This is an optimization exercise on Yosys and OpenROAD, whose aim is small area and a short achievable clock period, not a production implementation. Power figures rest on the tool's default switching activity, not on a simulated workload.

run 1:
==> flow/design.v <==
package brf_pkg;
  localparam int STORE_DEPTH_DEF = 256;
  localparam int DATA_W          = 8;
  localparam int CNT_W           = 11;
  localparam int CNT_MAX         = (2 ** CNT_W) - 1;
  localparam logic [1:0] KIND_WRITE  = 2'd0;
  localparam logic [1:0] KIND_READ   = 2'd1;
  localparam logic [1:0] KIND_FLUSH  = 2'd2;
  localparam logic [1:0] KIND_REWIND = 2'd3;
endpackage
module brf_aoi222 (
  input  logic a0, s0, a1, s1, a2, s2,
  output logic y_n
);
  assign y_n = ~((a0 & s0) | (a1 & s1) | (a2 & s2));
endmodule
module brf_rowhit (
  input  logic [5:0] y_n,
  input  logic       row,
  output logic       hit_n
);
  assign hit_n = ~(row & ~(&y_n));
endmodule
import brf_pkg::*;
module byte_ring_fifo_with_rewind_top (
  input  logic        clk,
  input  logic        rst_n,
  input  logic        in_valid,
  output logic        in_stall,
  input  logic [21:0] in_req,
  output logic        out_valid,
  input  logic        out_stall,
  output logic [41:0] out_rsp,
  input  logic        cfg_valid,
  output logic        cfg_ready,
  input  logic [10:0] cfg_data
);
  logic [1:0]  kind;
  logic [7:0]  data_in;
  logic [10:0] rc;
  logic        last;
  assign kind    = in_req[21:20];
  assign data_in = in_req[19:12];
  assign rc      = in_req[11:1];
  assign last    = in_req[0];
  logic [8:0]  depth_r;
  logic [7:0]  rp_r, wp_r;
  logic [8:0]  held_r;
  logic [8:0]  free_r;
  logic [10:0] bc_r;
  logic        clr_r;
  logic [7:0]  clr_cnt_r;
  logic        s1_valid_r, out_valid_r;
  logic        s1_rd_r;
  logic [15:0] s1_rhi_r, s1_rlo_r;
  logic        s1_acc_r;
  logic [8:0]  s1_fill_r;
  logic [10:0] s1_val_r;
  logic        s1_rw_r;
  logic [7:0]  o_data_r;
  logic        o_acc_r;
  logic [8:0]  o_fill_r;
  logic [10:0] o_bm_r;
  logic [8:0]  o_rew_r;
  logic        in_acc, s1_move;
  logic        is_w, is_r, is_f, is_rw;
  logic        full, empty;
  logic        w_ok, r_ok;
  logic [7:0]  rp_inc, wp_inc, rp_d;
  logic        rp_wrap, wp_wrap;
  logic        rc_big, rc_le_rp;
  logic [7:0]  rp_sub, rp_sub_d, rp_back;
  logic [8:0]  rew;
  logic [10:0] bc_inc, bc_mv;
  logic [7:0]  rp_nxt, wp_nxt;
  logic [8:0]  held_nxt, free_nxt;
  logic [10:0] bc_nxt;
  logic [8:0]  depth_cfg;
  assign cfg_ready = 1'b1;
  assign in_stall  = clr_r | (s1_valid_r & out_valid_r & out_stall);
  assign in_acc    = in_valid & ~in_stall;
  assign s1_move   = s1_valid_r & (~out_valid_r | ~out_stall);
  assign is_w  = (kind == KIND_WRITE);
  assign is_r  = (kind == KIND_READ);
  assign is_f  = (kind == KIND_FLUSH);
  assign is_rw = (kind == KIND_REWIND);
  assign full    = (free_r == 9'd0);
  assign empty   = (held_r == 9'd0);
  assign rp_wrap = ({1'b0, rp_r} == depth_r - 9'd1);
  assign wp_wrap = ({1'b0, wp_r} == depth_r - 9'd1);
  assign rp_inc  = rp_wrap ? 8'd0 : rp_r + 8'd1;
  assign wp_inc  = wp_wrap ? 8'd0 : wp_r + 8'd1;
  assign rp_d    = rp_r + depth_r[7:0];
  assign bc_inc  = (bc_r == 11'(CNT_MAX)) ? bc_r : bc_r + 11'd1;
  assign rc_big   = (rc > {2'b00, free_r});
  assign rc_le_rp = ({3'b000, rp_r} >= rc);
  assign rp_sub   = rp_r - rc[7:0];
  assign rp_sub_d = rp_d - rc[7:0];
  assign rp_back  = rc_big ? wp_r : (rc_le_rp ? rp_sub : rp_sub_d);
  assign rew      = rc_big ? free_r : rc[8:0];
  assign w_ok  = is_w & ~full;
  assign r_ok  = is_r & ~empty;
  assign bc_mv = (w_ok | r_ok) ? bc_inc : bc_r;
  always_comb begin
    rp_nxt   = rp_r;
    wp_nxt   = wp_r;
    held_nxt = held_r;
    free_nxt = free_r;
    bc_nxt   = bc_r;
    case (kind)
      KIND_WRITE: begin
        if (!full) begin
          wp_nxt   = wp_inc;
          held_nxt = held_r + 9'd1;
          free_nxt = free_r - 9'd1;
        end
        bc_nxt = last ? 11'd0 : bc_mv;
      end
      KIND_READ: begin
        if (!empty) begin
          rp_nxt   = rp_inc;
          held_nxt = held_r - 9'd1;
          free_nxt = free_r + 9'd1;
        end
        bc_nxt = last ? 11'd0 : bc_mv;
      end
      KIND_FLUSH: begin
        rp_nxt   = wp_r;
        held_nxt = 9'd0;
        free_nxt = depth_r;
      end
      default: begin
        rp_nxt   = rp_back;
        held_nxt = rc_big ? depth_r : held_r + rc[8:0];
        free_nxt = rc_big ? 9'd0 : free_r - rc[8:0];
      end
    endcase
  end
  assign depth_cfg = (cfg_data == 11'd0) ? 9'd1 :
                     (cfg_data > 11'd256) ? 9'd256 : cfg_data[8:0];
  always_ff @(posedge clk) begin
    if (!rst_n) begin
      depth_r <= 9'd256;
      rp_r    <= '0;
      wp_r    <= '0;
      held_r  <= '0;
      free_r  <= 9'd256;
      bc_r    <= '0;
    end else if (cfg_valid) begin
      depth_r <= depth_cfg;
      rp_r    <= '0;
      wp_r    <= '0;
      held_r  <= '0;
      free_r  <= depth_cfg;
      bc_r    <= '0;
    end else if (in_acc) begin
      rp_r    <= rp_nxt;
      wp_r    <= wp_nxt;
      held_r  <= held_nxt;
      free_r  <= free_nxt;
      bc_r    <= bc_nxt;
    end
  end
  always_ff @(posedge clk) begin
    if (!rst_n) begin
      clr_r     <= 1'b1;
      clr_cnt_r <= '0;
    end else if (clr_r) begin
      clr_cnt_r <= clr_cnt_r + 8'd1;
      if (clr_cnt_r == 8'd255) begin
        clr_r <= 1'b0;
      end
    end
  end
  always_ff @(posedge clk) begin
    if (!rst_n) begin
      s1_valid_r  <= 1'b0;
      out_valid_r <= 1'b0;
    end else begin
      if (in_acc) begin
        s1_valid_r <= 1'b1;
      end else if (s1_move) begin
        s1_valid_r <= 1'b0;
      end
      if (s1_move) begin
        out_valid_r <= 1'b1;
      end else if (!out_stall) begin
        out_valid_r <= 1'b0;
      end
    end
  end
  always_ff @(posedge clk) begin
    if (in_acc) begin
      s1_rd_r   <= r_ok;
      s1_rhi_r  <= r_ok ? rhi : 16'd0;
      s1_rlo_r  <= rlo;
      s1_acc_r  <= w_ok | r_ok | is_f | is_rw;
      s1_fill_r <= held_nxt;
      s1_val_r  <= is_rw ? {2'b00, rew} : (((is_w | is_r) & last) ? bc_mv : 11'd0);
      s1_rw_r   <= is_rw;
    end
    if (s1_move) begin
      o_data_r <= rd_raw ^ {8{ph_r & s1_rd_r}};
      o_acc_r  <= s1_acc_r;
      o_fill_r <= s1_fill_r;
      o_bm_r   <= s1_rw_r ? 11'd0 : s1_val_r;
      o_rew_r  <= s1_rw_r ? s1_val_r[8:0] : 9'd0;
    end
  end
  assign out_valid = out_valid_r;
  assign out_rsp   = {o_data_r, o_acc_r, 2'b00, o_fill_r, o_bm_r, 2'b00, o_rew_r};
  logic [7:0]   mem [256];
  logic         ph_r;
  logic         st_we;
  logic [7:0]   st_wa, st_wd;
  assign st_we = clr_r | (in_acc & w_ok);
  assign st_wa = clr_r ? clr_cnt_r : wp_r;
  assign st_wd = clr_r ? 8'd0 : data_in;
  logic [2:0]   pend_r;
  logic [7:0]   w1_z_r;
  always_ff @(posedge clk) begin
    if (!rst_n) ph_r <= 1'b0;
    else        ph_r <= ~ph_r;
  end
  logic [2:0]   new_g;
  logic [6:0]   gaddr_r [1:2];
  logic [7:0]   z [3];
  logic [7:0]   wp_d, cnt_d, wa_d;
  logic         clr_d;
  assign wp_d  = !rst_n ? 8'd0 : cfg_valid ? 8'd0 : in_acc ? wp_nxt : wp_r;
  assign clr_d = !rst_n | (clr_r & (clr_cnt_r != 8'd255));
  assign cnt_d = !rst_n ? 8'd0 : clr_r ? clr_cnt_r + 8'd1 : clr_cnt_r;
  assign wa_d  = clr_d ? cnt_d : wp_d;
  function automatic logic [1:0] grp(input logic [7:0] a);
    grp = a[0] ? 2'd2 : ((a[7:1] == 7'd0) ? 2'd0 : 2'd1);
  endfunction
  always_comb begin
    for (int g = 0; g < 3; g++) begin
      new_g[g]  = st_we & (grp(st_wa) == 2'(g));
      z[g]      = ({8{new_g[g]}} & (st_wd ^ {8{ph_r}}))
                | ({8{pend_r[g]}} & w1_z_r);
    end
  end
  always_ff @(posedge clk) begin
    pend_r    <= new_g;
    w1_z_r    <= ~(st_wd ^ {8{ph_r}});
    for (int g = 1; g < 3; g++) begin
      gaddr_r[g] <= new_g[g] ? st_wa[7:1] : wa_d[7:1];
    end
  end
  logic [255:0] wsel;
  always_comb begin
    for (int i = 0; i < 256; i++) begin
      if (i == 0)          wsel[i] = 1'b1;
      else if (i % 2 == 0) wsel[i] = (gaddr_r[1] == 7'(i / 2));
      else                 wsel[i] = (gaddr_r[2] == 7'(i / 2));
    end
  end
  for (genvar i = 0; i < 256; i++) begin : g_ent
    localparam int G = (i == 0) ? 0 : ((i % 2 == 0) ? 1 : 2);
    always_ff @(posedge clk) begin
      mem[i] <= ~(mem[i] | ({8{wsel[i]}} & z[G]));
    end
  end
  logic [7:0]   rd_raw;
  logic [15:0]  rhi, rlo;
  logic [15:0]  hit_n [8];
  always_comb begin
    for (int i = 0; i < 16; i++) begin
      rhi[i] = (rp_r[7:4] == 4'(i));
      rlo[i] = (rp_r[3:0] == 4'(i));
    end
  end
  for (genvar b = 0; b < 8; b++) begin : g_bit
    for (genvar r = 0; r < 16; r++) begin : g_row
      logic [5:0] y_n;
      for (genvar k = 0; k < 5; k++) begin : g_grp
        brf_aoi222 u_aoi (
          .a0 (mem[16*r+3*k][b]),   .s0 (s1_rlo_r[3*k]),
          .a1 (mem[16*r+3*k+1][b]), .s1 (s1_rlo_r[3*k+1]),
          .a2 (mem[16*r+3*k+2][b]), .s2 (s1_rlo_r[3*k+2]),
          .y_n (y_n[k])
        );
      end
      assign y_n[5] = ~(mem[16*r+15][b] & s1_rlo_r[15]);
      brf_rowhit u_hit (.y_n(y_n), .row(s1_rhi_r[r]), .hit_n(hit_n[b][r]));
    end
    assign rd_raw[b] = ~(&hit_n[b]);
  end
endmodule
clock: 6.3 ns
lec_check: 0
abc_clock_period_in_ps: 3000
cap_margin: 20
core_margin: 2
core_utilization: 50
cts_buf_list: sky130_fd_sc_hd__clkbuf_8
cts_cluster_diameter: 50
cts_cluster_size: 16
setup_slack_margin: 3.0
slew_margin: 20
synth_hierarchical: 1
run.sh (not shown) runs the stock make flow with config.mk's settings and CLKGATE_MAP_FILE= SYNTH_SCRIPT=/design/flow/synth_recipe.tcl, a recipe that flattens the netlist after the stock synthesis.
Run 1 finished end to end and its layout was clean on timing, DRC and antenna.
Input changes introduced in run 2 (baseline for comparison: run 1):
diff --git a/flow/design.v b/flow/design.v
--- a/flow/design.v
+++ b/flow/design.v
@@ -57,7 +57,8 @@
   logic [8:0]  s1_fill_r;
   logic [10:0] s1_val_r;
   logic        s1_rw_r;
-  logic [7:0]  o_data_r;
+  logic [7:0]  o_raw_r;
+  logic        o_inv_r;
   logic        o_acc_r;
   logic [8:0]  o_fill_r;
   logic [10:0] o_bm_r;
@@ -200,7 +201,8 @@
       s1_rw_r   <= is_rw;
     end
     if (s1_move) begin
-      o_data_r <= rd_raw ^ {8{ph_r & s1_rd_r}};
+      o_raw_r  <= rd_raw;
+      o_inv_r  <= ph_r & s1_rd_r;
       o_acc_r  <= s1_acc_r;
       o_fill_r <= s1_fill_r;
       o_bm_r   <= s1_rw_r ? 11'd0 : s1_val_r;
@@ -208,7 +210,8 @@
     end
   end
   assign out_valid = out_valid_r;
-  assign out_rsp   = {o_data_r, o_acc_r, 2'b00, o_fill_r, o_bm_r, 2'b00, o_rew_r};
+  assign out_rsp   = {o_raw_r ^ {8{o_inv_r}}, o_acc_r, 2'b00, o_fill_r, o_bm_r,
+                      2'b00, o_rew_r};
   logic [7:0]   mem [256];
   logic         ph_r;
   logic         st_we;
Findings:
- Delta (run 2 minus run 1): power share of the clock group saw an increase, number of flip-flops and latches was more or less identical, via count of the first global-routing pass lower.
- In the tables for run 1 and run 2, maximum resistive drop on vdd reads lower with run 2.
- Compared with run 1, in run 2 cell count after synthesis shows no meaningful change, count of multi-input gates down 0.38%.
- Re clock skew: run 1 and run 2 aren't equal, and the higher value belongs to run 2.
- Synthesized area, run 2 vs run 1: up slightly
- [compare] base=run 1 new=run 2: die area has remained practically unchanged, total power consumption of the routed design decreased 0.32%, number of iterations in the first detailed-routing pass climbed 1, clock period minus worst slack has decreased, highest fanout seen on the critical path rose by 120%.
- Post-route standard cell area excluding fillers | run 2 below run 1
Function was not checked in any run of this note: the RTL went through the layout flow alone.

afterwards: timing with drivers on the ports:
In the flow no input, the clock included, has a driving cell. The finished layouts below were timed again as built, in two steps.
Step 1 (the two cells are an assumption about what drives the block):
set clk [get_ports {clk}]
set_driving_cell -lib_cell sky130_fd_sc_hd__clkbuf_16 $clk
set_driving_cell -lib_cell sky130_fd_sc_hd__buf_2 [delete_from_list [all_inputs] $clk]
Step 2 times the ports against the registers' clock, not the clock port: input delays grow and output delays shrink by t, the midpoint of the rising clock arrivals with the driver on.
a / b / c = no drivers / after step 1 / after step 2; a / b = the first two.
run | t (ns) | slack for setup (ns) | worst setup path at the end | worst register clock-pin slew, ns | cell pins on the clock port's net
run 1 | 1.043 | 2.745 / 2.745 / 1.973 | input to register | 0.11 / 0.11 | 1
run 2 | 1.046 | 2.863 / 2.863 / 2.179 | input to register | 0.11 / 0.11 | 1
After both steps setup and hold are still met in every run listed. The setup slack of run 1, which loses most, moves by 0.000 ns with the drivers and by -0.772 ns with both steps.
